This is an optimization exercise on Yosys and OpenROAD, whose aim is small area, a short achievable clock period and few clock cycles per item, not a production implementation.
Only simulation tests tie the RTL to the original design; equivalence was not proved.

==> flow/design.v (outline; a module is shown in full before it is edited, if it fits) <==
// module asl_cordic: 349 lines
// module asl_slew_mul: 1828 lines
// module angle_slew_limiter_unit: 1459 lines
module angle_slew_limiter_unit
(
    input  logic                                   clk,
    input  logic                                   rst_n,
    input  logic                                   cfg_valid,
    output logic                                   cfg_ready,
    input  logic [asl_pkg::RATE_W-1:0]             cfg_max_rate,
    input  logic                                   frame_valid,
    output logic                                   frame_ready,
    input  logic signed [asl_pkg::VEC_WIDTH-1:0]   frame_tgt_x,
    input  logic signed [asl_pkg::VEC_WIDTH-1:0]   frame_tgt_y,
    input  logic signed [asl_pkg::VEC_WIDTH-1:0]   frame_src_x,
    input  logic signed [asl_pkg::VEC_WIDTH-1:0]   frame_src_y,
    input  logic [asl_pkg::STAMP_W-1:0]            frame_stamp_us,
    output logic                                   result_valid,
    input  logic                                   result_ready,
    output logic signed [asl_pkg::OUT_ANGLE_W-1:0] result_angle,
    output logic                                   result_was_limited,
    output logic                                   result_was_held
);
  // ...
==> flow/run.sh <==
#!/bin/bash
# synth_recipe.tcl (not shown) runs the flow's synth.tcl, then flattens the netlist and writes it again
# the make line also repeats each setting of config.mk as NAME=value (left out here)
make -C /OpenROAD-flow-scripts/flow DESIGN_CONFIG=/design/flow/config.mk WORK_HOME=/design/flow/orfs CLKGATE_MAP_FILE= SYNTH_SCRIPT=/design/flow/synth_recipe.tcl finish
==> flow/config.mk <==
export PLATFORM = sky130hd
export DESIGN_NAME = angle_slew_limiter_unit
export DESIGN_NICKNAME = angle_slew_limiter_unit
export VERILOG_FILES = /design/flow/design.v
export SDC_FILE = /design/flow/constraint.sdc
export NUM_CORES = 4
export LEC_CHECK = 0
export ABC_AREA = 1
export ABC_CLOCK_PERIOD_IN_PS = 4500
export CAP_MARGIN = 20
export CORE_MARGIN = 2
export CORE_UTILIZATION = 45
export SETUP_SLACK_MARGIN = 3.3
export SLEW_MARGIN = 20
==> flow/constraint.sdc <==
create_clock -name core_clock -period 7.5 [get_ports {clk}]
set_input_delay 1.5000 -clock core_clock [delete_from_list [all_inputs] [get_ports {clk}]]
set_output_delay 1.5000 -clock core_clock [all_outputs]
set_load 0.01 [all_outputs]
==> out/results.md, run 1 <==
| Step | Parameter | Value |
|---|---|---|
| run status | Run status | timing/DRC/antenna clean |
| layout | Number of nets in the layout | 13.4k |
| floorplanning | Die X-Extent | 488 um |
| logic synthesis | Number of synthesized register bits | 1789 |
| clock network | Buffer type at the clock tree root | clkbuf_16 |
| layout | Non-clock buffer contribution to total cell area | 3.07% |
| layout | Sequential cells | 1789 |
| clock network | # hold bufs at CTS | 0 |
| sta | Setup repair after global routing missed its margin | yes |
| drt | Post-route met1 wirelength | 117000 um |
| drt | Vias after detailed routing | 77.6k |
| placement | Cell Area, Placed | 110000 um2 |
| layout | Fraction of layout instances using a drive strength above 1 | 8.86% |
| grt | Met1 track utilization from global routing | 28.6% |
| logic synthesis | Xor/xnor share of the synthesized area | 12.7% |
| sta | Achievable Freq | 0.240 GHz |
| drt | Detailed Routing Iterations Pass 1 | 6 |
| grt | Global route overflow | 0 |
| layout | Number of flip-flops in the largest register | 288 |
| worst hold path | Worst min-delay path endpoint | lim_p[15][2] |
| sta | Hold Slack | 0.274 ns |
| placement | Placed Cells incl. Taps | 14.7k |
| critical path | Register-to-register setup slack | 3.33 ns |
| grt | Initial antenna violation count | 5 |
| logic synthesis | Dominant cell by count in the synthesized netlist | nand2_1 |
| critical path | Worst path top cell family by delay | simple AND/OR/NAND/NOR gates |
Testbench counts, summed over its fixed seeds: cycles 2,592, items 2,048.
==> module asl_cordic, before the edit <==
module asl_cordic (
    input  logic        clk,
    input  logic [16:0] x_in,    
    input  logic [16:0] y_in,    
    input  logic        f_in,    
    output logic        flip_out,
    output logic [15:0] d_out
);
    logic f1;
    assign f1 = f_in;
    logic [16:0] x_0;
    logic [16:0] y_0;
    assign x_0 = x_in;
    assign y_0 = y_in;
    logic d_0;
    assign d_0 = !y_0[16] && (y_0 != '0);
    logic [16:0] x_1;
    logic [16:0] y_1;
    logic [16:0] ys_0;
    assign ys_0 = y_0[16:0];
    logic [16:0] xs_0;
    assign xs_0 = x_0[16:0];
    assign x_1 = x_0 + (ys_0 ^ {17{!d_0}}) + 17'(!d_0);
    assign y_1 = y_0[16:0] + (xs_0 ^ {17{d_0}}) + 17'(d_0);
    logic [16:0] rx_1;
    logic [16:0] ry_1;
    logic [0:0] rd_1;
    logic rf_1;
    always_ff @(posedge clk) begin
        rx_1 <= x_1;
        ry_1 <= y_1;
        rd_1 <= {d_0};
        rf_1 <= f1;
    end
    logic d_1;
    assign d_1 = !ry_1[16] && (ry_1 != '0);
    logic [16:0] x_2;
    logic [16:0] y_2;
    logic [16:0] ys_1;
    assign ys_1 = {{1{ry_1[16]}}, ry_1[16:1]};
    logic [16:0] xs_1;
    assign xs_1 = {1'd0, rx_1[16:1]};
    logic [16:0] xt_1;
    logic [1:0] xh_1;
    assign xt_1 = d_1 ? ({2'b00, rx_1[14:0]} + ys_1[16:0]) : ({2'b00, rx_1[14:0]} - ys_1[16:0]);
    assign xh_1 = (xt_1[16:15] == 2'b01) ? (rx_1[16:15] + 1'b1) :
                   (xt_1[16:15] == 2'b11) ? (rx_1[16:15] - 1'b1) : rx_1[16:15];
    assign x_2 = {xh_1, xt_1[14:0]};
    assign y_2 = ry_1[16:0] + (xs_1 ^ {17{d_1}}) + 17'(d_1);
    logic [16:0] rx_2;
    logic [16:0] ry_2;
    logic [1:0] rd_2;
    logic rf_2;
    always_ff @(posedge clk) begin
        rx_2 <= x_2;
        ry_2 <= y_2;
        rd_2 <= {d_1, rd_1};
        rf_2 <= rf_1;
    end
    logic d_2;
    assign d_2 = !ry_2[16] && (ry_2 != '0);
    logic [16:0] x_3;
    logic [15:0] y_3;
    logic [16:0] ys_2;
    assign ys_2 = {{2{ry_2[16]}}, ry_2[16:2]};
    logic [15:0] xs_2;
    assign xs_2 = {1'd0, rx_2[16:2]};
    logic [15:0] xt_2;
    logic [2:0] xh_2;
    assign xt_2 = d_2 ? ({2'b00, rx_2[13:0]} + ys_2[15:0]) : ({2'b00, rx_2[13:0]} - ys_2[15:0]);
    assign xh_2 = (xt_2[15:14] == 2'b01) ? (rx_2[16:14] + 1'b1) :
                   (xt_2[15:14] == 2'b11) ? (rx_2[16:14] - 1'b1) : rx_2[16:14];
    assign x_3 = {xh_2, xt_2[13:0]};
    assign y_3 = ry_2[15:0] + (xs_2 ^ {16{d_2}}) + 16'(d_2);
    logic [16:0] rx_3;
    logic [15:0] ry_3;
    logic [2:0] rd_3;
    logic rf_3;
    always_ff @(posedge clk) begin
        rx_3 <= x_3;
        ry_3 <= y_3;
        rd_3 <= {d_2, rd_2};
        rf_3 <= rf_2;
    end
    logic d_3;
    assign d_3 = !ry_3[15] && (ry_3 != '0);
    logic [16:0] x_4;
    logic [13:0] y_4;
    logic [16:0] ys_3;
    assign ys_3 = {{4{ry_3[15]}}, ry_3[15:3]};
    logic [13:0] xs_3;
    assign xs_3 = rx_3[16:3];
    logic [13:0] xt_3;
    logic [4:0] xh_3;
    assign xt_3 = d_3 ? ({2'b00, rx_3[11:0]} + ys_3[13:0]) : ({2'b00, rx_3[11:0]} - ys_3[13:0]);
    assign xh_3 = (xt_3[13:12] == 2'b01) ? (rx_3[16:12] + 1'b1) :
                   (xt_3[13:12] == 2'b11) ? (rx_3[16:12] - 1'b1) : rx_3[16:12];
    assign x_4 = {xh_3, xt_3[11:0]};
    assign y_4 = ry_3[13:0] + (xs_3 ^ {14{d_3}}) + 14'(d_3);
    logic [16:0] rx_4;
    logic [13:0] ry_4;
    logic [3:0] rd_4;
    logic rf_4;
    always_ff @(posedge clk) begin
        rx_4 <= x_4;
        ry_4 <= y_4;
        rd_4 <= {d_3, rd_3};
        rf_4 <= rf_3;
    end
    logic d_4;
    assign d_4 = !ry_4[13] && (ry_4 != '0);
    logic [16:0] x_5;
    logic [13:0] y_5;
    logic [16:0] ys_4;
    assign ys_4 = {{7{ry_4[13]}}, ry_4[13:4]};
    logic [13:0] xs_4;
    assign xs_4 = {1'd0, rx_4[16:4]};
    logic [10:0] xt_4;
    logic [7:0] xh_4;
    assign xt_4 = d_4 ? ({2'b00, rx_4[8:0]} + ys_4[10:0]) : ({2'b00, rx_4[8:0]} - ys_4[10:0]);
    assign xh_4 = (xt_4[10:9] == 2'b01) ? (rx_4[16:9] + 1'b1) :
                   (xt_4[10:9] == 2'b11) ? (rx_4[16:9] - 1'b1) : rx_4[16:9];
    assign x_5 = {xh_4, xt_4[8:0]};
    assign y_5 = ry_4[13:0] + (xs_4 ^ {14{d_4}}) + 14'(d_4);
    logic [16:0] rx_5;
    logic [13:0] ry_5;
    logic [4:0] rd_5;
    logic rf_5;
    always_ff @(posedge clk) begin
        rx_5 <= x_5;
        ry_5 <= y_5;
        rd_5 <= {d_4, rd_4};
        rf_5 <= rf_4;
    end
    logic d_5;
    assign d_5 = !ry_5[13] && (ry_5 != '0);
    logic [16:0] x_6;
    logic [12:0] y_6;
    logic [16:0] ys_5;
    assign ys_5 = {{8{ry_5[13]}}, ry_5[13:5]};
    logic [12:0] xs_5;
    assign xs_5 = {1'd0, rx_5[16:5]};
    logic [9:0] xt_5;
    logic [8:0] xh_5;
    assign xt_5 = d_5 ? ({2'b00, rx_5[7:0]} + ys_5[9:0]) : ({2'b00, rx_5[7:0]} - ys_5[9:0]);
    assign xh_5 = (xt_5[9:8] == 2'b01) ? (rx_5[16:8] + 1'b1) :
                   (xt_5[9:8] == 2'b11) ? (rx_5[16:8] - 1'b1) : rx_5[16:8];
    assign x_6 = {xh_5, xt_5[7:0]};
    assign y_6 = ry_5[12:0] + (xs_5 ^ {13{d_5}}) + 13'(d_5);
    logic [16:0] rx_6;
    logic [12:0] ry_6;
    logic [5:0] rd_6;
    logic rf_6;
    always_ff @(posedge clk) begin
        rx_6 <= x_6;
        ry_6 <= y_6;
        rd_6 <= {d_5, rd_5};
        rf_6 <= rf_5;
    end
    logic d_6;
    assign d_6 = !ry_6[12] && (ry_6 != '0);
    logic [16:0] x_7;
    logic [11:0] y_7;
    logic [16:0] ys_6;
    assign ys_6 = {{10{ry_6[12]}}, ry_6[12:6]};
    logic [11:0] xs_6;
    assign xs_6 = {1'd0, rx_6[16:6]};
    logic [7:0] xt_6;
    logic [10:0] xh_6;
    assign xt_6 = d_6 ? ({2'b00, rx_6[5:0]} + ys_6[7:0]) : ({2'b00, rx_6[5:0]} - ys_6[7:0]);
    assign xh_6 = (xt_6[7:6] == 2'b01) ? (rx_6[16:6] + 1'b1) :
                   (xt_6[7:6] == 2'b11) ? (rx_6[16:6] - 1'b1) : rx_6[16:6];
    assign x_7 = {xh_6, xt_6[5:0]};
    assign y_7 = ry_6[11:0] + (xs_6 ^ {12{d_6}}) + 12'(d_6);
    logic [16:0] rx_7;
    logic [11:0] ry_7;
    logic [6:0] rd_7;
    logic rf_7;
    always_ff @(posedge clk) begin
        rx_7 <= x_7;
        ry_7 <= y_7;
        rd_7 <= {d_6, rd_6};
        rf_7 <= rf_6;
    end
    logic d_7;
    assign d_7 = !ry_7[11] && (ry_7 != '0);
    logic [16:0] x_8;
    logic [10:0] y_8;
    logic [16:0] ys_7;
    assign ys_7 = {{12{ry_7[11]}}, ry_7[11:7]};
    logic [10:0] xs_7;
    assign xs_7 = {1'd0, rx_7[16:7]};
    logic [5:0] xt_7;
    logic [12:0] xh_7;
    assign xt_7 = d_7 ? ({2'b00, rx_7[3:0]} + ys_7[5:0]) : ({2'b00, rx_7[3:0]} - ys_7[5:0]);
    assign xh_7 = (xt_7[5:4] == 2'b01) ? (rx_7[16:4] + 1'b1) :
                   (xt_7[5:4] == 2'b11) ? (rx_7[16:4] - 1'b1) : rx_7[16:4];
    assign x_8 = {xh_7, xt_7[3:0]};
    assign y_8 = ry_7[10:0] + (xs_7 ^ {11{d_7}}) + 11'(d_7);
    logic [16:0] rx_8;
    logic [10:0] ry_8;
    logic [7:0] rd_8;
    logic rf_8;
    always_ff @(posedge clk) begin
        rx_8 <= x_8;
        ry_8 <= y_8;
        rd_8 <= {d_7, rd_7};
        rf_8 <= rf_7;
    end
    logic d_8;
    assign d_8 = !ry_8[10] && (ry_8 != '0);
    logic [16:0] x_9;
    logic [9:0] y_9;
    logic [16:0] ys_8;
    assign ys_8 = {{14{ry_8[10]}}, ry_8[10:8]};
    logic [9:0] xs_8;
    assign xs_8 = {1'd0, rx_8[16:8]};
    logic [3:0] xt_8;
    logic [14:0] xh_8;
    assign xt_8 = d_8 ? ({2'b00, rx_8[1:0]} + ys_8[3:0]) : ({2'b00, rx_8[1:0]} - ys_8[3:0]);
    assign xh_8 = (xt_8[3:2] == 2'b01) ? (rx_8[16:2] + 1'b1) :
                   (xt_8[3:2] == 2'b11) ? (rx_8[16:2] - 1'b1) : rx_8[16:2];
    assign x_9 = {xh_8, xt_8[1:0]};
    assign y_9 = ry_8[9:0] + (xs_8 ^ {10{d_8}}) + 10'(d_8);
    logic [16:0] rx_9;
    logic [9:0] ry_9;
    logic [8:0] rd_9;
    logic rf_9;
    always_ff @(posedge clk) begin
        rx_9 <= x_9;
        ry_9 <= y_9;
        rd_9 <= {d_8, rd_8};
        rf_9 <= rf_8;
    end
    logic d_9;
    assign d_9 = !ry_9[9] && (ry_9 != '0);
    logic [16:0] x_10;
    logic [8:0] y_10;
    logic [16:0] ys_9;
    assign ys_9 = {{16{ry_9[9]}}, ry_9[9:9]};
    logic [8:0] xs_9;
    assign xs_9 = {1'd0, rx_9[16:9]};
    logic [2:0] xt_9;
    logic [15:0] xh_9;
    assign xt_9 = d_9 ? ({2'b00, rx_9[0:0]} + ys_9[2:0]) : ({2'b00, rx_9[0:0]} - ys_9[2:0]);
    assign xh_9 = (xt_9[2:1] == 2'b01) ? (rx_9[16:1] + 1'b1) :
                   (xt_9[2:1] == 2'b11) ? (rx_9[16:1] - 1'b1) : rx_9[16:1];
    assign x_10 = {xh_9, xt_9[0:0]};
    assign y_10 = ry_9[8:0] + (xs_9 ^ {9{d_9}}) + 9'(d_9);
    logic d_10;
    assign d_10 = !y_10[8] && (y_10 != '0);
    logic [16:0] x_11;
    logic [7:0] y_11;
    logic [16:0] ys_10;
    assign ys_10 = {17{y_10[8]}};
    logic [7:0] xs_10;
    assign xs_10 = {1'd0, x_10[16:10]};
    logic [2:0] xt_10;
    logic [15:0] xh_10;
    assign xt_10 = d_10 ? ({2'b00, x_10[0:0]} + ys_10[2:0]) : ({2'b00, x_10[0:0]} - ys_10[2:0]);
    assign xh_10 = (xt_10[2:1] == 2'b01) ? (x_10[16:1] + 1'b1) :
                   (xt_10[2:1] == 2'b11) ? (x_10[16:1] - 1'b1) : x_10[16:1];
    assign x_11 = {xh_10, xt_10[0:0]};
    assign y_11 = y_10[7:0] + (xs_10 ^ {8{d_10}}) + 8'(d_10);
    logic [16:0] rx_10;
    logic [7:0] ry_10;
    logic [10:0] rd_10;
    logic rf_10;
    always_ff @(posedge clk) begin
        rx_10 <= x_11;
        ry_10 <= y_11;
        rd_10 <= {d_10, d_9, rd_9};
        rf_10 <= rf_9;
    end
    logic d_11;
    assign d_11 = !ry_10[7] && (ry_10 != '0);
    logic [16:0] x_12;
    logic [6:0] y_12;
    logic [16:0] ys_11;
    assign ys_11 = {17{ry_10[7]}};
    logic [6:0] xs_11;
    assign xs_11 = {1'd0, rx_10[16:11]};
    logic [2:0] xt_11;
    logic [15:0] xh_11;
    assign xt_11 = d_11 ? ({2'b00, rx_10[0:0]} + ys_11[2:0]) : ({2'b00, rx_10[0:0]} - ys_11[2:0]);
    assign xh_11 = (xt_11[2:1] == 2'b01) ? (rx_10[16:1] + 1'b1) :
                   (xt_11[2:1] == 2'b11) ? (rx_10[16:1] - 1'b1) : rx_10[16:1];
    assign x_12 = {xh_11, xt_11[0:0]};
    assign y_12 = ry_10[6:0] + (xs_11 ^ {7{d_11}}) + 7'(d_11);
    logic d_12;
    assign d_12 = !y_12[6] && (y_12 != '0);
    logic [16:0] x_13;
    logic [5:0] y_13;
    logic [16:0] ys_12;
    assign ys_12 = {17{y_12[6]}};
    logic [5:0] xs_12;
    assign xs_12 = {1'd0, x_12[16:12]};
    logic [2:0] xt_12;
    logic [15:0] xh_12;
    assign xt_12 = d_12 ? ({2'b00, x_12[0:0]} + ys_12[2:0]) : ({2'b00, x_12[0:0]} - ys_12[2:0]);
    assign xh_12 = (xt_12[2:1] == 2'b01) ? (x_12[16:1] + 1'b1) :
                   (xt_12[2:1] == 2'b11) ? (x_12[16:1] - 1'b1) : x_12[16:1];
    assign x_13 = {xh_12, xt_12[0:0]};
    assign y_13 = y_12[5:0] + (xs_12 ^ {6{d_12}}) + 6'(d_12);
    logic [16:0] rx_11;
    logic [5:0] ry_11;
    logic [12:0] rd_11;
    logic rf_11;
    always_ff @(posedge clk) begin
        rx_11 <= x_13;
        ry_11 <= y_13;
        rd_11 <= {d_12, d_11, rd_10};
        rf_11 <= rf_10;
    end
    logic d_13;
    assign d_13 = !ry_11[5] && (ry_11 != '0);
    logic [16:0] x_14;
    logic [4:0] y_14;
    logic [16:0] ys_13;
    assign ys_13 = {17{ry_11[5]}};
    logic [4:0] xs_13;
    assign xs_13 = {1'd0, rx_11[16:13]};
    logic [2:0] xt_13;
    logic [15:0] xh_13;
    assign xt_13 = d_13 ? ({2'b00, rx_11[0:0]} + ys_13[2:0]) : ({2'b00, rx_11[0:0]} - ys_13[2:0]);
    assign xh_13 = (xt_13[2:1] == 2'b01) ? (rx_11[16:1] + 1'b1) :
                   (xt_13[2:1] == 2'b11) ? (rx_11[16:1] - 1'b1) : rx_11[16:1];
    assign x_14 = {xh_13, xt_13[0:0]};
    assign y_14 = ry_11[4:0] + (xs_13 ^ {5{d_13}}) + 5'(d_13);
    logic d_14;
    assign d_14 = !y_14[4] && (y_14 != '0);
    logic [16:0] x_15;
    logic [4:0] y_15;
    logic [16:0] ys_14;
    assign ys_14 = {17{y_14[4]}};
    logic [4:0] xs_14;
    assign xs_14 = {2'd0, x_14[16:14]};
    logic [2:0] xt_14;
    logic [15:0] xh_14;
    assign xt_14 = d_14 ? ({2'b00, x_14[0:0]} + ys_14[2:0]) : ({2'b00, x_14[0:0]} - ys_14[2:0]);
    assign xh_14 = (xt_14[2:1] == 2'b01) ? (x_14[16:1] + 1'b1) :
                   (xt_14[2:1] == 2'b11) ? (x_14[16:1] - 1'b1) : x_14[16:1];
    assign x_15 = {xh_14, xt_14[0:0]};
    assign y_15 = y_14[4:0] + (xs_14 ^ {5{d_14}}) + 5'(d_14);
    logic d_15;
    assign d_15 = !y_15[4] && (y_15 != '0);
    assign d_out = {d_15, d_14, d_13, rd_11};
    assign flip_out = rf_11;
endmodule
==> run 2, diff against run 1 <==
--- a/flow/design.v
+++ b/flow/design.v
@@ -7,340 +7,319 @@
     localparam int OUT_ANGLE_W  = 16;
 endpackage
 `timescale 1ns / 1ps
 module asl_cordic (
     input  logic        clk,
     input  logic [16:0] x_in,    
     input  logic [16:0] y_in,    
     input  logic        f_in,    
+    input  logic        d0_in,   
     output logic        flip_out,
     output logic [15:0] d_out
 );
     logic f1;
     assign f1 = f_in;
-    logic [16:0] x_0;
-    logic [16:0] y_0;
-    assign x_0 = x_in;
-    assign y_0 = y_in;
     logic d_0;
-    assign d_0 = !y_0[16] && (y_0 != '0);
-    logic [16:0] x_1;
-    logic [16:0] y_1;
-    logic [16:0] ys_0;
-    assign ys_0 = y_0[16:0];
-    logic [16:0] xs_0;
-    assign xs_0 = x_0[16:0];
-    assign x_1 = x_0 + (ys_0 ^ {17{!d_0}}) + 17'(!d_0);
-    assign y_1 = y_0[16:0] + (xs_0 ^ {17{d_0}}) + 17'(d_0);
-    logic [16:0] rx_1;
-    logic [16:0] ry_1;
-    logic [0:0] rd_1;
-    logic rf_1;
-    always_ff @(posedge clk) begin
-        rx_1 <= x_1;
-        ry_1 <= y_1;
-        rd_1 <= {d_0};
-        rf_1 <= f1;
-    end
+    assign d_0 = d0_in;
     logic d_1;
-    assign d_1 = !ry_1[16] && (ry_1 != '0);
+    assign d_1 = !y_in[16] && (y_in != '0);
     logic [16:0] x_2;
     logic [16:0] y_2;
     logic [16:0] ys_1;
-    assign ys_1 = {{1{ry_1[16]}}, ry_1[16:1]};
+    assign ys_1 = {{1{y_in[16]}}, y_in[16:1]};
     logic [16:0] xs_1;
-    assign xs_1 = {1'd0, rx_1[16:1]};
+    assign xs_1 = {1'd0, x_in[16:1]};
     logic [16:0] xt_1;
     logic [1:0] xh_1;
-    assign xt_1 = d_1 ? ({2'b00, rx_1[14:0]} + ys_1[16:0]) : ({2'b00, rx_1[14:0]} - ys_1[16:0]);
-    assign xh_1 = (xt_1[16:15] == 2'b01) ? (rx_1[16:15] + 1'b1) :
-                   (xt_1[16:15] == 2'b11) ? (rx_1[16:15] - 1'b1) : rx_1[16:15];
+    assign xt_1 = d_1 ? ({2'b00, x_in[14:0]} + ys_1[16:0]) : ({2'b00, x_in[14:0]} - ys_1[16:0]);
+    assign xh_1 = (xt_1[16:15] == 2'b01) ? (x_in[16:15] + 1'b1) :
+                   (xt_1[16:15] == 2'b11) ? (x_in[16:15] - 1'b1) : x_in[16:15];
     assign x_2 = {xh_1, xt_1[14:0]};
-    assign y_2 = ry_1[16:0] + (xs_1 ^ {17{d_1}}) + 17'(d_1);
-    logic [16:0] rx_2;
-    logic [16:0] ry_2;
-    logic [1:0] rd_2;
-    logic rf_2;
+    assign y_2 = y_in[16:0] + (xs_1 ^ {17{d_1}}) + 17'(d_1);
+    logic [16:0] rx_1;
+    logic [16:0] ry_1;
+    logic [1:0] rd_1;
+    logic rf_1;
     always_ff @(posedge clk) begin
-        rx_2 <= x_2;
-        ry_2 <= y_2;
-        rd_2 <= {d_1, rd_1};
-        rf_2 <= rf_1;
+        rx_1 <= x_2;
+        ry_1 <= y_2;
+        rd_1 <= {d_1, d_0};
+        rf_1 <= f1;
     end
     logic d_2;
-    assign d_2 = !ry_2[16] && (ry_2 != '0);
+    assign d_2 = !ry_1[16] && (ry_1 != '0);
     logic [16:0] x_3;
     logic [15:0] y_3;
     logic [16:0] ys_2;
-    assign ys_2 = {{2{ry_2[16]}}, ry_2[16:2]};
+    assign ys_2 = {{2{ry_1[16]}}, ry_1[16:2]};
     logic [15:0] xs_2;
-    assign xs_2 = {1'd0, rx_2[16:2]};
+    assign xs_2 = {1'd0, rx_1[16:2]};
     logic [15:0] xt_2;
     logic [2:0] xh_2;
-    assign xt_2 = d_2 ? ({2'b00, rx_2[13:0]} + ys_2[15:0]) : ({2'b00, rx_2[13:0]} - ys_2[15:0]);
-    assign xh_2 = (xt_2[15:14] == 2'b01) ? (rx_2[16:14] + 1'b1) :
-                   (xt_2[15:14] == 2'b11) ? (rx_2[16:14] - 1'b1) : rx_2[16:14];
+    assign xt_2 = d_2 ? ({2'b00, rx_1[13:0]} + ys_2[15:0]) : ({2'b00, rx_1[13:0]} - ys_2[15:0]);
+    assign xh_2 = (xt_2[15:14] == 2'b01) ? (rx_1[16:14] + 1'b1) :
+                   (xt_2[15:14] == 2'b11) ? (rx_1[16:14] - 1'b1) : rx_1[16:14];
     assign x_3 = {xh_2, xt_2[13:0]};
-    assign y_3 = ry_2[15:0] + (xs_2 ^ {16{d_2}}) + 16'(d_2);
-    logic [16:0] rx_3;
-    logic [15:0] ry_3;
-    logic [2:0] rd_3;
-    logic rf_3;
+    assign y_3 = ry_1[15:0] + (xs_2 ^ {16{d_2}}) + 16'(d_2);
+    logic [16:0] rx_2;
+    logic [15:0] ry_2;
+    logic [2:0] rd_2;
+    logic rf_2;
     always_ff @(posedge clk) begin
-        rx_3 <= x_3;
-        ry_3 <= y_3;
-        rd_3 <= {d_2, rd_2};
-        rf_3 <= rf_2;
+        rx_2 <= x_3;
+        ry_2 <= y_3;
+        rd_2 <= {d_2, rd_1};
+        rf_2 <= rf_1;
     end
     logic d_3;
-    assign d_3 = !ry_3[15] && (ry_3 != '0);
+    assign d_3 = !ry_2[15] && (ry_2 != '0);
     logic [16:0] x_4;
     logic [13:0] y_4;
     logic [16:0] ys_3;
-    assign ys_3 = {{4{ry_3[15]}}, ry_3[15:3]};
+    assign ys_3 = {{4{ry_2[15]}}, ry_2[15:3]};
     logic [13:0] xs_3;
-    assign xs_3 = rx_3[16:3];
+    assign xs_3 = rx_2[16:3];
     logic [13:0] xt_3;
     logic [4:0] xh_3;
-    assign xt_3 = d_3 ? ({2'b00, rx_3[11:0]} + ys_3[13:0]) : ({2'b00, rx_3[11:0]} - ys_3[13:0]);
-    assign xh_3 = (xt_3[13:12] == 2'b01) ? (rx_3[16:12] + 1'b1) :
-                   (xt_3[13:12] == 2'b11) ? (rx_3[16:12] - 1'b1) : rx_3[16:12];
+    assign xt_3 = d_3 ? ({2'b00, rx_2[11:0]} + ys_3[13:0]) : ({2'b00, rx_2[11:0]} - ys_3[13:0]);
+    assign xh_3 = (xt_3[13:12] == 2'b01) ? (rx_2[16:12] + 1'b1) :
+                   (xt_3[13:12] == 2'b11) ? (rx_2[16:12] - 1'b1) : rx_2[16:12];
     assign x_4 = {xh_3, xt_3[11:0]};
-    assign y_4 = ry_3[13:0] + (xs_3 ^ {14{d_3}}) + 14'(d_3);
-    logic [16:0] rx_4;
-    logic [13:0] ry_4;
-    logic [3:0] rd_4;
-    logic rf_4;
+    assign y_4 = ry_2[13:0] + (xs_3 ^ {14{d_3}}) + 14'(d_3);
+    logic [16:0] rx_3;
+    logic [13:0] ry_3;
+    logic [3:0] rd_3;
+    logic rf_3;
     always_ff @(posedge clk) begin
-        rx_4 <= x_4;
-        ry_4 <= y_4;
-        rd_4 <= {d_3, rd_3};
-        rf_4 <= rf_3;
+        rx_3 <= x_4;
+        ry_3 <= y_4;
+        rd_3 <= {d_3, rd_2};
+        rf_3 <= rf_2;
     end
     logic d_4;
-    assign d_4 = !ry_4[13] && (ry_4 != '0);
+    assign d_4 = !ry_3[13] && (ry_3 != '0);
     logic [16:0] x_5;
     logic [13:0] y_5;
     logic [16:0] ys_4;
-    assign ys_4 = {{7{ry_4[13]}}, ry_4[13:4]};
+    assign ys_4 = {{7{ry_3[13]}}, ry_3[13:4]};
     logic [13:0] xs_4;
-    assign xs_4 = {1'd0, rx_4[16:4]};
+    assign xs_4 = {1'd0, rx_3[16:4]};
     logic [10:0] xt_4;
     logic [7:0] xh_4;
-    assign xt_4 = d_4 ? ({2'b00, rx_4[8:0]} + ys_4[10:0]) : ({2'b00, rx_4[8:0]} - ys_4[10:0]);
-    assign xh_4 = (xt_4[10:9] == 2'b01) ? (rx_4[16:9] + 1'b1) :
-                   (xt_4[10:9] == 2'b11) ? (rx_4[16:9] - 1'b1) : rx_4[16:9];
+    assign xt_4 = d_4 ? ({2'b00, rx_3[8:0]} + ys_4[10:0]) : ({2'b00, rx_3[8:0]} - ys_4[10:0]);
+    assign xh_4 = (xt_4[10:9] == 2'b01) ? (rx_3[16:9] + 1'b1) :
+                   (xt_4[10:9] == 2'b11) ? (rx_3[16:9] - 1'b1) : rx_3[16:9];
     assign x_5 = {xh_4, xt_4[8:0]};
-    assign y_5 = ry_4[13:0] + (xs_4 ^ {14{d_4}}) + 14'(d_4);
-    logic [16:0] rx_5;
-    logic [13:0] ry_5;
-    logic [4:0] rd_5;
-    logic rf_5;
+    assign y_5 = ry_3[13:0] + (xs_4 ^ {14{d_4}}) + 14'(d_4);
+    logic [16:0] rx_4;
+    logic [13:0] ry_4;
+    logic [4:0] rd_4;
+    logic rf_4;
     always_ff @(posedge clk) begin
-        rx_5 <= x_5;
-        ry_5 <= y_5;
-        rd_5 <= {d_4, rd_4};
-        rf_5 <= rf_4;
+        rx_4 <= x_5;
+        ry_4 <= y_5;
+        rd_4 <= {d_4, rd_3};
+        rf_4 <= rf_3;
     end
     logic d_5;
-    assign d_5 = !ry_5[13] && (ry_5 != '0);
+    assign d_5 = !ry_4[13] && (ry_4 != '0);
     logic [16:0] x_6;
     logic [12:0] y_6;
     logic [16:0] ys_5;
-    assign ys_5 = {{8{ry_5[13]}}, ry_5[13:5]};
+    assign ys_5 = {{8{ry_4[13]}}, ry_4[13:5]};
     logic [12:0] xs_5;
-    assign xs_5 = {1'd0, rx_5[16:5]};
+    assign xs_5 = {1'd0, rx_4[16:5]};
     logic [9:0] xt_5;
     logic [8:0] xh_5;
-    assign xt_5 = d_5 ? ({2'b00, rx_5[7:0]} + ys_5[9:0]) : ({2'b00, rx_5[7:0]} - ys_5[9:0]);
-    assign xh_5 = (xt_5[9:8] == 2'b01) ? (rx_5[16:8] + 1'b1) :
-                   (xt_5[9:8] == 2'b11) ? (rx_5[16:8] - 1'b1) : rx_5[16:8];
+    assign xt_5 = d_5 ? ({2'b00, rx_4[7:0]} + ys_5[9:0]) : ({2'b00, rx_4[7:0]} - ys_5[9:0]);
+    assign xh_5 = (xt_5[9:8] == 2'b01) ? (rx_4[16:8] + 1'b1) :
+                   (xt_5[9:8] == 2'b11) ? (rx_4[16:8] - 1'b1) : rx_4[16:8];
     assign x_6 = {xh_5, xt_5[7:0]};
-    assign y_6 = ry_5[12:0] + (xs_5 ^ {13{d_5}}) + 13'(d_5);
-    logic [16:0] rx_6;
-    logic [12:0] ry_6;
-    logic [5:0] rd_6;
-    logic rf_6;
+    assign y_6 = ry_4[12:0] + (xs_5 ^ {13{d_5}}) + 13'(d_5);
+    logic [16:0] rx_5;
+    logic [12:0] ry_5;
+    logic [5:0] rd_5;
+    logic rf_5;
     always_ff @(posedge clk) begin
-        rx_6 <= x_6;
-        ry_6 <= y_6;
-        rd_6 <= {d_5, rd_5};
-        rf_6 <= rf_5;
+        rx_5 <= x_6;
+        ry_5 <= y_6;
+        rd_5 <= {d_5, rd_4};
+        rf_5 <= rf_4;
     end
     logic d_6;
-    assign d_6 = !ry_6[12] && (ry_6 != '0);
+    assign d_6 = !ry_5[12] && (ry_5 != '0);
     logic [16:0] x_7;
     logic [11:0] y_7;
     logic [16:0] ys_6;
-    assign ys_6 = {{10{ry_6[12]}}, ry_6[12:6]};
+    assign ys_6 = {{10{ry_5[12]}}, ry_5[12:6]};
     logic [11:0] xs_6;
-    assign xs_6 = {1'd0, rx_6[16:6]};
+    assign xs_6 = {1'd0, rx_5[16:6]};
     logic [7:0] xt_6;
     logic [10:0] xh_6;
-    assign xt_6 = d_6 ? ({2'b00, rx_6[5:0]} + ys_6[7:0]) : ({2'b00, rx_6[5:0]} - ys_6[7:0]);
-    assign xh_6 = (xt_6[7:6] == 2'b01) ? (rx_6[16:6] + 1'b1) :
-                   (xt_6[7:6] == 2'b11) ? (rx_6[16:6] - 1'b1) : rx_6[16:6];
+    assign xt_6 = d_6 ? ({2'b00, rx_5[5:0]} + ys_6[7:0]) : ({2'b00, rx_5[5:0]} - ys_6[7:0]);
+    assign xh_6 = (xt_6[7:6] == 2'b01) ? (rx_5[16:6] + 1'b1) :
+                   (xt_6[7:6] == 2'b11) ? (rx_5[16:6] - 1'b1) : rx_5[16:6];
     assign x_7 = {xh_6, xt_6[5:0]};
-    assign y_7 = ry_6[11:0] + (xs_6 ^ {12{d_6}}) + 12'(d_6);
-    logic [16:0] rx_7;
-    logic [11:0] ry_7;
-    logic [6:0] rd_7;
-    logic rf_7;
+    assign y_7 = ry_5[11:0] + (xs_6 ^ {12{d_6}}) + 12'(d_6);
+    logic [16:0] rx_6;
+    logic [11:0] ry_6;
+    logic [6:0] rd_6;
+    logic rf_6;
     always_ff @(posedge clk) begin
-        rx_7 <= x_7;
-        ry_7 <= y_7;
-        rd_7 <= {d_6, rd_6};
-        rf_7 <= rf_6;
+        rx_6 <= x_7;
+        ry_6 <= y_7;
+        rd_6 <= {d_6, rd_5};
+        rf_6 <= rf_5;
     end
     logic d_7;
-    assign d_7 = !ry_7[11] && (ry_7 != '0);
+    assign d_7 = !ry_6[11] && (ry_6 != '0);
     logic [16:0] x_8;
     logic [10:0] y_8;
     logic [16:0] ys_7;
-    assign ys_7 = {{12{ry_7[11]}}, ry_7[11:7]};
+    assign ys_7 = {{12{ry_6[11]}}, ry_6[11:7]};
     logic [10:0] xs_7;
-    assign xs_7 = {1'd0, rx_7[16:7]};
+    assign xs_7 = {1'd0, rx_6[16:7]};
     logic [5:0] xt_7;
     logic [12:0] xh_7;
-    assign xt_7 = d_7 ? ({2'b00, rx_7[3:0]} + ys_7[5:0]) : ({2'b00, rx_7[3:0]} - ys_7[5:0]);
-    assign xh_7 = (xt_7[5:4] == 2'b01) ? (rx_7[16:4] + 1'b1) :
-                   (xt_7[5:4] == 2'b11) ? (rx_7[16:4] - 1'b1) : rx_7[16:4];
+    assign xt_7 = d_7 ? ({2'b00, rx_6[3:0]} + ys_7[5:0]) : ({2'b00, rx_6[3:0]} - ys_7[5:0]);
+    assign xh_7 = (xt_7[5:4] == 2'b01) ? (rx_6[16:4] + 1'b1) :
+                   (xt_7[5:4] == 2'b11) ? (rx_6[16:4] - 1'b1) : rx_6[16:4];
     assign x_8 = {xh_7, xt_7[3:0]};
-    assign y_8 = ry_7[10:0] + (xs_7 ^ {11{d_7}}) + 11'(d_7);
-    logic [16:0] rx_8;
-    logic [10:0] ry_8;
-    logic [7:0] rd_8;
-    logic rf_8;
+    assign y_8 = ry_6[10:0] + (xs_7 ^ {11{d_7}}) + 11'(d_7);
+    logic [16:0] rx_7;
+    logic [10:0] ry_7;
+    logic [7:0] rd_7;
+    logic rf_7;
     always_ff @(posedge clk) begin
-        rx_8 <= x_8;
-        ry_8 <= y_8;
-        rd_8 <= {d_7, rd_7};
-        rf_8 <= rf_7;
+        rx_7 <= x_8;
+        ry_7 <= y_8;
+        rd_7 <= {d_7, rd_6};
+        rf_7 <= rf_6;
     end
     logic d_8;
-    assign d_8 = !ry_8[10] && (ry_8 != '0);
+    assign d_8 = !ry_7[10] && (ry_7 != '0);
     logic [16:0] x_9;
     logic [9:0] y_9;
     logic [16:0] ys_8;
-    assign ys_8 = {{14{ry_8[10]}}, ry_8[10:8]};
+    assign ys_8 = {{14{ry_7[10]}}, ry_7[10:8]};
     logic [9:0] xs_8;
-    assign xs_8 = {1'd0, rx_8[16:8]};
+    assign xs_8 = {1'd0, rx_7[16:8]};
     logic [3:0] xt_8;
     logic [14:0] xh_8;
-    assign xt_8 = d_8 ? ({2'b00, rx_8[1:0]} + ys_8[3:0]) : ({2'b00, rx_8[1:0]} - ys_8[3:0]);
-    assign xh_8 = (xt_8[3:2] == 2'b01) ? (rx_8[16:2] + 1'b1) :
-                   (xt_8[3:2] == 2'b11) ? (rx_8[16:2] - 1'b1) : rx_8[16:2];
+    assign xt_8 = d_8 ? ({2'b00, rx_7[1:0]} + ys_8[3:0]) : ({2'b00, rx_7[1:0]} - ys_8[3:0]);
+    assign xh_8 = (xt_8[3:2] == 2'b01) ? (rx_7[16:2] + 1'b1) :
+                   (xt_8[3:2] == 2'b11) ? (rx_7[16:2] - 1'b1) : rx_7[16:2];
     assign x_9 = {xh_8, xt_8[1:0]};
-    assign y_9 = ry_8[9:0] + (xs_8 ^ {10{d_8}}) + 10'(d_8);
-    logic [16:0] rx_9;
-    logic [9:0] ry_9;
-    logic [8:0] rd_9;
-    logic rf_9;
+    assign y_9 = ry_7[9:0] + (xs_8 ^ {10{d_8}}) + 10'(d_8);
+    logic [16:0] rx_8;
+    logic [9:0] ry_8;
+    logic [8:0] rd_8;
+    logic rf_8;
     always_ff @(posedge clk) begin
-        rx_9 <= x_9;
-        ry_9 <= y_9;
-        rd_9 <= {d_8, rd_8};
-        rf_9 <= rf_8;
+        rx_8 <= x_9;
+        ry_8 <= y_9;
+        rd_8 <= {d_8, rd_7};
+        rf_8 <= rf_7;
     end
     logic d_9;
-    assign d_9 = !ry_9[9] && (ry_9 != '0);
+    assign d_9 = !ry_8[9] && (ry_8 != '0);
     logic [16:0] x_10;
     logic [8:0] y_10;
     logic [16:0] ys_9;
-    assign ys_9 = {{16{ry_9[9]}}, ry_9[9:9]};
+    assign ys_9 = {{16{ry_8[9]}}, ry_8[9:9]};
     logic [8:0] xs_9;
-    assign xs_9 = {1'd0, rx_9[16:9]};
+    assign xs_9 = {1'd0, rx_8[16:9]};
     logic [2:0] xt_9;
     logic [15:0] xh_9;
-    assign xt_9 = d_9 ? ({2'b00, rx_9[0:0]} + ys_9[2:0]) : ({2'b00, rx_9[0:0]} - ys_9[2:0]);
-    assign xh_9 = (xt_9[2:1] == 2'b01) ? (rx_9[16:1] + 1'b1) :
-                   (xt_9[2:1] == 2'b11) ? (rx_9[16:1] - 1'b1) : rx_9[16:1];
+    assign xt_9 = d_9 ? ({2'b00, rx_8[0:0]} + ys_9[2:0]) : ({2'b00, rx_8[0:0]} - ys_9[2:0]);
+    assign xh_9 = (xt_9[2:1] == 2'b01) ? (rx_8[16:1] + 1'b1) :
+                   (xt_9[2:1] == 2'b11) ? (rx_8[16:1] - 1'b1) : rx_8[16:1];
     assign x_10 = {xh_9, xt_9[0:0]};
-    assign y_10 = ry_9[8:0] + (xs_9 ^ {9{d_9}}) + 9'(d_9);
+    assign y_10 = ry_8[8:0] + (xs_9 ^ {9{d_9}}) + 9'(d_9);
     logic d_10;
     assign d_10 = !y_10[8] && (y_10 != '0);
     logic [16:0] x_11;
     logic [7:0] y_11;
     logic [16:0] ys_10;
     assign ys_10 = {17{y_10[8]}};
     logic [7:0] xs_10;
     assign xs_10 = {1'd0, x_10[16:10]};
     logic [2:0] xt_10;
     logic [15:0] xh_10;
     assign xt_10 = d_10 ? ({2'b00, x_10[0:0]} + ys_10[2:0]) : ({2'b00, x_10[0:0]} - ys_10[2:0]);
     assign xh_10 = (xt_10[2:1] == 2'b01) ? (x_10[16:1] + 1'b1) :
                    (xt_10[2:1] == 2'b11) ? (x_10[16:1] - 1'b1) : x_10[16:1];
     assign x_11 = {xh_10, xt_10[0:0]};
     assign y_11 = y_10[7:0] + (xs_10 ^ {8{d_10}}) + 8'(d_10);
-    logic [16:0] rx_10;
-    logic [7:0] ry_10;
-    logic [10:0] rd_10;
-    logic rf_10;
+    logic [16:0] rx_9;
+    logic [7:0] ry_9;
+    logic [10:0] rd_9;
+    logic rf_9;
     always_ff @(posedge clk) begin
-        rx_10 <= x_11;
-        ry_10 <= y_11;
-        rd_10 <= {d_10, d_9, rd_9};
-        rf_10 <= rf_9;
+        rx_9 <= x_11;
+        ry_9 <= y_11;
+        rd_9 <= {d_10, d_9, rd_8};
+        rf_9 <= rf_8;
     end
     logic d_11;
-    assign d_11 = !ry_10[7] && (ry_10 != '0);
+    assign d_11 = !ry_9[7] && (ry_9 != '0);
     logic [16:0] x_12;
     logic [6:0] y_12;
     logic [16:0] ys_11;
-    assign ys_11 = {17{ry_10[7]}};
+    assign ys_11 = {17{ry_9[7]}};
     logic [6:0] xs_11;
-    assign xs_11 = {1'd0, rx_10[16:11]};
+    assign xs_11 = {1'd0, rx_9[16:11]};
     logic [2:0] xt_11;
     logic [15:0] xh_11;
-    assign xt_11 = d_11 ? ({2'b00, rx_10[0:0]} + ys_11[2:0]) : ({2'b00, rx_10[0:0]} - ys_11[2:0]);
-    assign xh_11 = (xt_11[2:1] == 2'b01) ? (rx_10[16:1] + 1'b1) :
-                   (xt_11[2:1] == 2'b11) ? (rx_10[16:1] - 1'b1) : rx_10[16:1];
+    assign xt_11 = d_11 ? ({2'b00, rx_9[0:0]} + ys_11[2:0]) : ({2'b00, rx_9[0:0]} - ys_11[2:0]);
+    assign xh_11 = (xt_11[2:1] == 2'b01) ? (rx_9[16:1] + 1'b1) :
+                   (xt_11[2:1] == 2'b11) ? (rx_9[16:1] - 1'b1) : rx_9[16:1];
     assign x_12 = {xh_11, xt_11[0:0]};
-    assign y_12 = ry_10[6:0] + (xs_11 ^ {7{d_11}}) + 7'(d_11);
+    assign y_12 = ry_9[6:0] + (xs_11 ^ {7{d_11}}) + 7'(d_11);
     logic d_12;
     assign d_12 = !y_12[6] && (y_12 != '0);
     logic [16:0] x_13;
     logic [5:0] y_13;
     logic [16:0] ys_12;
     assign ys_12 = {17{y_12[6]}};
     logic [5:0] xs_12;
     assign xs_12 = {1'd0, x_12[16:12]};
     logic [2:0] xt_12;
     logic [15:0] xh_12;
     assign xt_12 = d_12 ? ({2'b00, x_12[0:0]} + ys_12[2:0]) : ({2'b00, x_12[0:0]} - ys_12[2:0]);
     assign xh_12 = (xt_12[2:1] == 2'b01) ? (x_12[16:1] + 1'b1) :
                    (xt_12[2:1] == 2'b11) ? (x_12[16:1] - 1'b1) : x_12[16:1];
     assign x_13 = {xh_12, xt_12[0:0]};
     assign y_13 = y_12[5:0] + (xs_12 ^ {6{d_12}}) + 6'(d_12);
-    logic [16:0] rx_11;
-    logic [5:0] ry_11;
-    logic [12:0] rd_11;
-    logic rf_11;
+    logic [16:0] rx_10;
+    logic [5:0] ry_10;
+    logic [12:0] rd_10;
+    logic rf_10;
     always_ff @(posedge clk) begin
-        rx_11 <= x_13;
-        ry_11 <= y_13;
-        rd_11 <= {d_12, d_11, rd_10};
-        rf_11 <= rf_10;
+        rx_10 <= x_13;
+        ry_10 <= y_13;
+        rd_10 <= {d_12, d_11, rd_9};
+        rf_10 <= rf_9;
     end
     logic d_13;
-    assign d_13 = !ry_11[5] && (ry_11 != '0);
+    assign d_13 = !ry_10[5] && (ry_10 != '0);
     logic [16:0] x_14;
     logic [4:0] y_14;
     logic [16:0] ys_13;
-    assign ys_13 = {17{ry_11[5]}};
+    assign ys_13 = {17{ry_10[5]}};
     logic [4:0] xs_13;
-    assign xs_13 = {1'd0, rx_11[16:13]};
+    assign xs_13 = {1'd0, rx_10[16:13]};
     logic [2:0] xt_13;
     logic [15:0] xh_13;
-    assign xt_13 = d_13 ? ({2'b00, rx_11[0:0]} + ys_13[2:0]) : ({2'b00, rx_11[0:0]} - ys_13[2:0]);
-    assign xh_13 = (xt_13[2:1] == 2'b01) ? (rx_11[16:1] + 1'b1) :
-                   (xt_13[2:1] == 2'b11) ? (rx_11[16:1] - 1'b1) : rx_11[16:1];
+    assign xt_13 = d_13 ? ({2'b00, rx_10[0:0]} + ys_13[2:0]) : ({2'b00, rx_10[0:0]} - ys_13[2:0]);
+    assign xh_13 = (xt_13[2:1] == 2'b01) ? (rx_10[16:1] + 1'b1) :
+                   (xt_13[2:1] == 2'b11) ? (rx_10[16:1] - 1'b1) : rx_10[16:1];
     assign x_14 = {xh_13, xt_13[0:0]};
-    assign y_14 = ry_11[4:0] + (xs_13 ^ {5{d_13}}) + 5'(d_13);
+    assign y_14 = ry_10[4:0] + (xs_13 ^ {5{d_13}}) + 5'(d_13);
     logic d_14;
     assign d_14 = !y_14[4] && (y_14 != '0);
     logic [16:0] x_15;
     logic [4:0] y_15;
     logic [16:0] ys_14;
     assign ys_14 = {17{y_14[4]}};
     logic [4:0] xs_14;
     assign xs_14 = {2'd0, x_14[16:14]};
@@ -348,18 +327,18 @@
     logic [15:0] xh_14;
     assign xt_14 = d_14 ? ({2'b00, x_14[0:0]} + ys_14[2:0]) : ({2'b00, x_14[0:0]} - ys_14[2:0]);
     assign xh_14 = (xt_14[2:1] == 2'b01) ? (x_14[16:1] + 1'b1) :
                    (xt_14[2:1] == 2'b11) ? (x_14[16:1] - 1'b1) : x_14[16:1];
     assign x_15 = {xh_14, xt_14[0:0]};
     assign y_15 = y_14[4:0] + (xs_14 ^ {5{d_14}}) + 5'(d_14);
     logic d_15;
     assign d_15 = !y_15[4] && (y_15 != '0);
-    assign d_out = {d_15, d_14, d_13, rd_11};
-    assign flip_out = rf_11;
+    assign d_out = {d_15, d_14, d_13, rd_10};
+    assign flip_out = rf_10;
 endmodule
 `timescale 1ns / 1ps
 module asl_slew_mul
 (
     input  logic        clk,
     input  logic [31:0] rate,
     input  logic [31:0] dt,
     output logic [14:0] lim,
@@ -2201,20 +2180,20 @@
     input  logic signed [asl_pkg::VEC_WIDTH-1:0]   frame_src_y,
     input  logic [asl_pkg::STAMP_W-1:0]            frame_stamp_us,
     output logic                                   result_valid,
     input  logic                                   result_ready,
     output logic signed [asl_pkg::OUT_ANGLE_W-1:0] result_angle,
     output logic                                   result_was_limited,
     output logic                                   result_was_held
 );
-    localparam int G     = 12;           
+    localparam int G     = 11;           
     localparam int MST   = 2;         
-    localparam int SST   = 15;         
-    localparam int DEPTH = 17;       
+    localparam int SST   = 14;         
+    localparam int DEPTH = 16;       
     localparam int CNT_W = $clog2(DEPTH + 1);
     localparam int PTR_W = $clog2(DEPTH);
     logic [31:0] rate_q;
     logic [31:0] last_q;
     logic [CNT_W-1:0] cnt_q, cnt_n;
     logic ready_q;
     logic acc, take;
     logic rv_q;
@@ -2244,40 +2223,52 @@
     end
     logic [16:0] tx1, ty1, sx1, sy1;      
     logic        tf1, sf1;                
     logic [31:0] dt1;
     logic        held1;
     logic        tf0, sf0;
     assign tf0 = frame_tgt_x[15];
     assign sf0 = frame_src_x[15];
+    logic [16:0] txf, tyf, tya, sxf, syf, sya;
+    logic        td0, sd0, td1, sd1;
+    assign txf = {frame_tgt_x[15], frame_tgt_x} ^ {17{tf0}};
+    assign tyf = {frame_tgt_y[15], frame_tgt_y} ^ {17{tf0}};
+    assign tya = {frame_tgt_y[15], frame_tgt_y} ^ {17{frame_tgt_y[15]}};
+    assign sxf = {frame_src_x[15], frame_src_x} ^ {17{sf0}};
+    assign syf = {frame_src_y[15], frame_src_y} ^ {17{sf0}};
+    assign sya = {frame_src_y[15], frame_src_y} ^ {17{frame_src_y[15]}};
+    assign td0 = tf0 ? frame_tgt_y[15] : (!frame_tgt_y[15] && (frame_tgt_y != '0));
+    assign sd0 = sf0 ? frame_src_y[15] : (!frame_src_y[15] && (frame_src_y != '0));
     always_ff @(posedge clk)
     begin
         tf1   <= tf0;
         sf1   <= sf0;
-        tx1   <= tf0 ? (17'd0 - {frame_tgt_x[15], frame_tgt_x}) : {frame_tgt_x[15], frame_tgt_x};
-        ty1   <= tf0 ? (17'd0 - {frame_tgt_y[15], frame_tgt_y}) : {frame_tgt_y[15], frame_tgt_y};
-        sx1   <= sf0 ? (17'd0 - {frame_src_x[15], frame_src_x}) : {frame_src_x[15], frame_src_x};
-        sy1   <= sf0 ? (17'd0 - {frame_src_y[15], frame_src_y}) : {frame_src_y[15], frame_src_y};
+        tx1   <= txf + tya + 17'(tf0) + 17'(frame_tgt_y[15]);
+        ty1   <= td0 ? (tyf + ~txf + 17'd1) : (tyf + txf + {15'd0, tf0, 1'b0});
+        sx1   <= sxf + sya + 17'(sf0) + 17'(frame_src_y[15]);
+        sy1   <= sd0 ? (syf + ~sxf + 17'd1) : (syf + sxf + {15'd0, sf0, 1'b0});
+        td1   <= td0;
+        sd1   <= sd0;
         dt1   <= frame_stamp_us - last_q;
         held1 <= ((frame_tgt_x == '0) && (frame_tgt_y == '0)) ||
                  ((frame_src_x == '0) && (frame_src_y == '0));
     end
     logic [SST:1] v;
     always_ff @(posedge clk or negedge rst_n)
     begin
         if (!rst_n)
             v <= '0;
         else
             v <= {v[SST-1:1], acc};
     end
     logic        ft_c, fs_c;
     logic [15:0] dt_c, ds_c;
-    asl_cordic u_cor_t (.clk(clk), .x_in(tx1), .y_in(ty1), .f_in(tf1), .flip_out(ft_c), .d_out(dt_c));
-    asl_cordic u_cor_s (.clk(clk), .x_in(sx1), .y_in(sy1), .f_in(sf1), .flip_out(fs_c), .d_out(ds_c));
+    asl_cordic u_cor_t (.clk(clk), .x_in(tx1), .y_in(ty1), .f_in(tf1), .d0_in(td1), .flip_out(ft_c), .d_out(dt_c));
+    asl_cordic u_cor_s (.clk(clk), .x_in(sx1), .y_in(sy1), .f_in(sf1), .d0_in(sd1), .flip_out(fs_c), .d_out(ds_c));
     logic        ft_w, fs_w;
     logic [15:0] dt_w, ds_w;
     always_ff @(posedge clk)
     begin
         ft_w <= ft_c;
         fs_w <= fs_c;
         dt_w <= dt_c;
         ds_w <= ds_c;
==> flow/config.mk (replaced) <==
export PLATFORM = sky130hd
export DESIGN_NAME = angle_slew_limiter_unit
export DESIGN_NICKNAME = angle_slew_limiter_unit
export VERILOG_FILES = /design/flow/design.v
export SDC_FILE = /design/flow/constraint.sdc
export NUM_CORES = 4
export LEC_CHECK = 0
export ABC_AREA = 1
export ABC_CLOCK_PERIOD_IN_PS = 4000
export CAP_MARGIN = 20
export CORE_MARGIN = 2
export CORE_UTILIZATION = 45
export SETUP_SLACK_MARGIN = 3.3
export SLEW_MARGIN = 20
==> run 2 against run 1 <==
  * Synthesized cell count shrank 0.19%
  * Worst hold slack lost 0.018 ns
  * Clock-buffer cell count shrank 20
  * Critical endpoint is now mem[12][16]
  * Non-clock buffer count shrank 5
  * Still clean
  * Critical path depth shrank 1
  * Largest cell class unchanged
==> out/results.md, run 2 <==
| Step | Parameter | Value | vs previous |
|---|---|---|---|
| run status | Run status | timing/DRC/antenna clean | unchanged |
| placement | Placed Cells incl. Taps | 14.6k | was 14.7k |
| grt | Pin count of the biggest net entering global routing | 76 | was 90 |
| critical path | Path type of the worst setup path | register to register | unchanged |
| layout | Largest register by flop count | mem | unchanged |
| sta | Period utilisation layout | 56.4% | was 55.6% |
| logic synthesis | Synth cell types | 85 | was 81 |
| logic synthesis | Avg Cell Area, Syn | 8.98 um2 | was 9.07 um2 |
| sta | Setup repair after global routing missed its margin | yes | unchanged |
| placement | Routability Congestion | 0.909 | was 0.918 |
| critical path | Worst path slowest cell | dfrtp_2 | was fa_1 |
| clock network | Buffer type at the clock tree root | clkbuf_16 | unchanged |
| placement | Post-DP HPWL | 196000 um | was 192000 um |
| grt | Overall Global Routing Usage | 21.8% | was 21.3% |
| layout | Most common cell after layout, fill and taps aside | nand2_1 | unchanged |
| logic synthesis | Syn. warnings | 6 | unchanged |
| placement | Input/output buffers | 152 | unchanged |
| logic synthesis | Fraction of registers with async set/reset | 6.77% | was 6.43% |
| logic synthesis | Cells taking the most area after synthesis | dfxtp_1, ha_1, fa_1 | was dfxtp_1, fa_1, xor2_1 |
| drt | 1st-iter DRT viols | 4665 | was 4990 |
| critical path | RR Startpoint | cur_q[1] | was cur_q[2] |
| critical path | Chain of cells forming the critical path | clkinvlp_4, ha_4, ha_4, a31o_4, a21oi_4, o221a_4, o31ai_4, buf_4, nor2_4, or2_4, buf_6, ha_4, nand2_2, nand3b_1, nand2_4, buf_12, clkbuf_16, nand2_2, o21ai_2, nand2_2, nand3_4, a21boi_4, clkbuf_16 | was inv_2, fa_1, ha_4, nand3_2, o21ai_2, nand2_1, o211ai_1, nand2_1, nand2_2, nand2_4, a21oi_4, nor2_4, ha_4, nand2_2, nand3b_4, clkbuf_16, nand2_8, buf_12, nand2_4, o21ai_2, nand2_1, nand3_2, a21boi_4, buf_12 |
| grt | Global route overflow | 0 | unchanged |
| clock network | Clock insertion delay at the later pin of the skew report | 0.86 ns | about the same |
| logic synthesis | Most used standard cells in the synthesized netlist | nand2_1, inv_1, dfxtp_1 | unchanged |
| logic synthesis | Post-synth EDFFs | 288 | was 306 |
| worst hold path | Source of the worst hold timing path | u_cor_t.rd_10[9] | was lim_p[14][2] |
| clock network | Clock sinks | 1685 | was 1789 |
| sta | Setup TNS | 0 ns | unchanged |
| clock network | Clock buffers created by TritonCTS | 187 | was 193 |
| grt | First-pass GRT wire length | 416000 um | was 413000 um |
| logic synthesis | Synthesized cell area | 104000 um2 | was 105000 um2 |
| logic synthesis | Sequential-to-total area share from yosys stat | 35.7% | was 37.4% |
| drt | Total wire length | 263000 um | was 257000 um |
| critical path | Number of buffers and inverters on the critical path | 6 | was 4 |
| clock network | CTS tree | yes | unchanged |
| layout | Final core occ | 51.8% | was 52.0% |
| clock network | Clock buffer depth | 3 | unchanged |
| critical path | Peak fanout along the critical path | 7 | was 16 |
| floorplanning | Top-Level Pins | 154 | unchanged |
| clock network | # hold bufs at CTS | 0 | unchanged |
| floorplanning | Die span in y | 485 um | was 488 um |
| critical path | Register-to-register setup slack | 3.27 ns | was 3.33 ns |
| worst hold path | Tightest Hold Check Type | register to register | unchanged |
| drt | Met3 routed WL | 12400 um | was 11800 um |
| floorplanning | Die X-Extent | 485 um | was 488 um |
| logic synthesis | Number of synthesized register bits | 1685 | was 1789 |
| sta | Hold Slack | 0.256 ns | was 0.274 ns |
| worst hold path | Worst min-delay path endpoint | dt_w[9] | was lim_p[15][2] |
| clock network | Worst-path clk slew | 0.06 ns | was 0.07 ns |
| drt | Residual DRC | 0 | unchanged |
| sta | Min cycle time layout | 4.23 ns | was 4.17 ns |
| floorplanning | Core Rows | 176 | was 177 |
| logic synthesis | Leading register cell type out of synthesis | dfxtp_1 | unchanged |
| layout | Leading cell types in the layout, fill and taps excluded | nand2_1, inv_1, dfxtp_1 | unchanged |
| sta | Final-report hold violation count | 0 | unchanged |
| critical path | Type of element capturing the critical path | register | unchanged |
| layout | Fraction of layout instances using a drive strength above 1 | 8.61% | was 8.86% |
| drt | Post-route met1 wirelength | 117000 um | about the same |
| sta | Setup skew after layout | 0.0833 ns | was 0.0586 ns |
| layout | Final non-filler cell total | 15.1k | was 15.3k |
| sta | Worst slew pin tran | 1.11 ns | was 1.13 ns |
| critical path | Source of the critical timing path | cur_q[1] | was cur_q[2] |
| critical path | Critical path data arrival time | 4.81 ns | was 4.73 ns |
| logic synthesis | Most area-hungry cell type in the Yosys netlist | dfxtp_1 | unchanged |
| floorplanning | Die footprint | 235000 um2 | was 238000 um2 |
| grt | Via count of the first global-routing pass | 79.0k | about the same |
| layout | Largest registers in the final layout | mem: 270 flops, lim_p: 180 flops | was mem: 288 flops, lim_p: 195 flops |
| logic synthesis | Number of cells produced by synthesis | 11.6k | about the same |
| layout | Number of nets in the layout | 13.5k | was 13.4k |
| drt | Via/cell ratio | 5.16 | was 5.08 |
| worst hold path | Hold Path Cell Cnt | 0 | unchanged |
| clock network | Max H-tree Level | 4 | unchanged |
| drt | Vias after detailed routing | 77.9k | was 77.6k |
| drt | Drt wl/cell | 17.4 um | was 16.9 um |
| sta | Achievable Freq | 0.236 GHz | was 0.240 GHz |
| critical path | R2R cell count | 23 | was 24 |
| sta | Worst slew margin relative to its limit | 25.5% | was 23.9% |
| logic synthesis | Share of the synthesized area in the top cell type | 24.7% | was 26.0% |
| grt | Initial antenna violation count | 9 | was 5 |
| drt | Highest routed layer | met5 | was met4 |
| logic synthesis | Dominant cell by count in the synthesized netlist | nand2_1 | unchanged |
| floorplanning | Core Area | 230000 um2 | was 233000 um2 |
| critical path | Worst path top cell family by delay | simple AND/OR/NAND/NOR gates | unchanged |
| drt | Detailed Routing Iterations Pass 1 | 9 | was 6 |
| critical path | Reg2reg end | mem[12][16] | was mem[11][5] |
| layout | Growth of design area from synthesis to finish | 14.5% | was 14.8% |
| sta | Number of slew-limit violations in the final report | 0 | unchanged |
| critical path | Category of the worst setup path launch point | register | unchanged |
| drt | ANT nets after route | 0 | unchanged |
| sta | Count of endpoints failing setup in the final report | 0 | unchanged |
| floorplanning | Initial core utilization | 45.3% | about the same |
| run | Max-capacitance violation count | 0 | unchanged |
| critical path | WP data required | 8.08 ns | was 8.06 ns |
| layout | Number of flip-flops in the largest register | 270 | was 288 |
| drt | Wire length on met2 | 127000 um | was 122000 um |
| critical path | Max stage delay on crit path | 0.39 ns | was 0.47 ns |
## run 2: cell count changes in the layout (fill, tap and decap cells not counted), moves of 16 or more
cell,before,now
xor2_1,1171,1154
nor2_1,668,617
o22ai_1,282,264
dfxtp_1,1329,1245
nand3_1,400,383
clkbuf_8,39,23
a21oi_1,607,590
a22oi_1,3,27
ha_1,788,860
edfxtp_1,306,288
xnor2_1,313,290
nand2_1,1747,1716
inv_1,1445,1544
## run 2: metrics by stage
stage	area (um2)	setup slack (ns)
finish	119000	3.27
CTS	117000	3.29
global route	119000	3.16
detailed placement	109000	2.13
floorplan	104000	3.12
global placement	109000	2.27
## run 2: worst reg2reg max path: stages (launching register included)
cell and delay [ns]:
dfrtp_2 0.39, clkinvlp_4 0.14, ha_4 0.19, ha_4 0.25
a31o_4 0.16, a21oi_4 0.05, o221a_4 0.24, o31ai_4 0.30
buf_4 0.17, nor2_4 0.03, or2_4 0.27, buf_6 0.13
ha_4 0.25, nand2_2 0.04, nand3b_1 0.27, nand2_4 0.21
buf_12 0.13, clkbuf_16 0.16, nand2_2 0.05, o21ai_2 0.06
nand2_2 0.08, nand3_4 0.09, a21boi_4 0.12, clkbuf_16 0.19
## run 2: cells by family (layout without fill, tap and decap cells)
logic type | after synthesis | in the layout | synth area share (%)
compound gates | 1824 | 1826 | 10.2
xor+xnor | 1471 | 1471 | 12.4
fa+ha+maj | 1442 | 1442 | 21.3
buf+inv | 1883 | 2351 | 6.85
flops | 1685 | 1685 | 35.7
mux | 4 | 4 | 0.0421
other cells | 1 | 4 | 0.00360
simple gates | 3281 | 3290 | 13.5
## run 2: how the worst max path moves through the flow
stage | slack [ns] | to | cells past startpoint
final | 3.27 | mem[12][16] | 23
after floorplan | 3.12 | sy1[15] | 23
after global routing | 3.16 | mem[12][16] | 23
after global placement | 2.27 | mem[4][5] | 22
after CTS | 3.29 | out_q[13] | 27
after detailed placement | 2.13 | mem[10][5] | 22
## run 2: what timing repair did
item | CTS | global route
setup buffers | 66 | 100
pin swaps | 27 | 114
resized for setup | 178 | 334
setup endpoints to repair | 380 | 425
hold endpoints to repair | 0 | 0
gates cloned | 6 | 12
## run 2: routing by layer
metal  GRT usage [%]  vias up
li1                -    38496
met1            28.5    37094
met2            37.5     1878
met3            2.77      472
met4            6.55        8
met5               0        -
## run 2: final cells by class
cell class,count,area [um2]
clock inverter,104,1330
fill,21045,111000
tap,3026,3790
inverter,1619,6160
multi-input combinational,8034,61600
clock buffer,242,5180
sequential,1685,37300
antenna,3,7.51
timing repair buffer,385,3720
timing repair inverter,1,7.51
Testbench counts of run 2, summed over its fixed seeds: cycles 2,560, items 2,048.

==> re-timing with driven ports <==
The flow's constraints put no driver on any port. The routed layouts listed below were extracted and timed again, unchanged, in two steps. Step 1 sets driving cells, clkbuf_16 on the clock port and buf_2 on the other inputs (assumed; they add their load-dependent delay and slew). Step 2 also shifts input and output timing later by t, the mid clock arrival at the registers, as if the neighbouring blocks saw the same clock. Three values: ideal ports, drivers, drivers and shift; two values: the first two.
run | t, ns | setup slack, ns | worst setup path after step 2
run 1 | 0.921 | 3.331 / 3.331 / 2.938 | input to register
run 2 | 0.915 | 3.271 / 3.271 / 2.698 | input to register
After both steps every run listed still meets setup and hold. The setup slack of run 2, which loses most, moves by 0.000 ns with the drivers and by -0.573 ns with both steps.
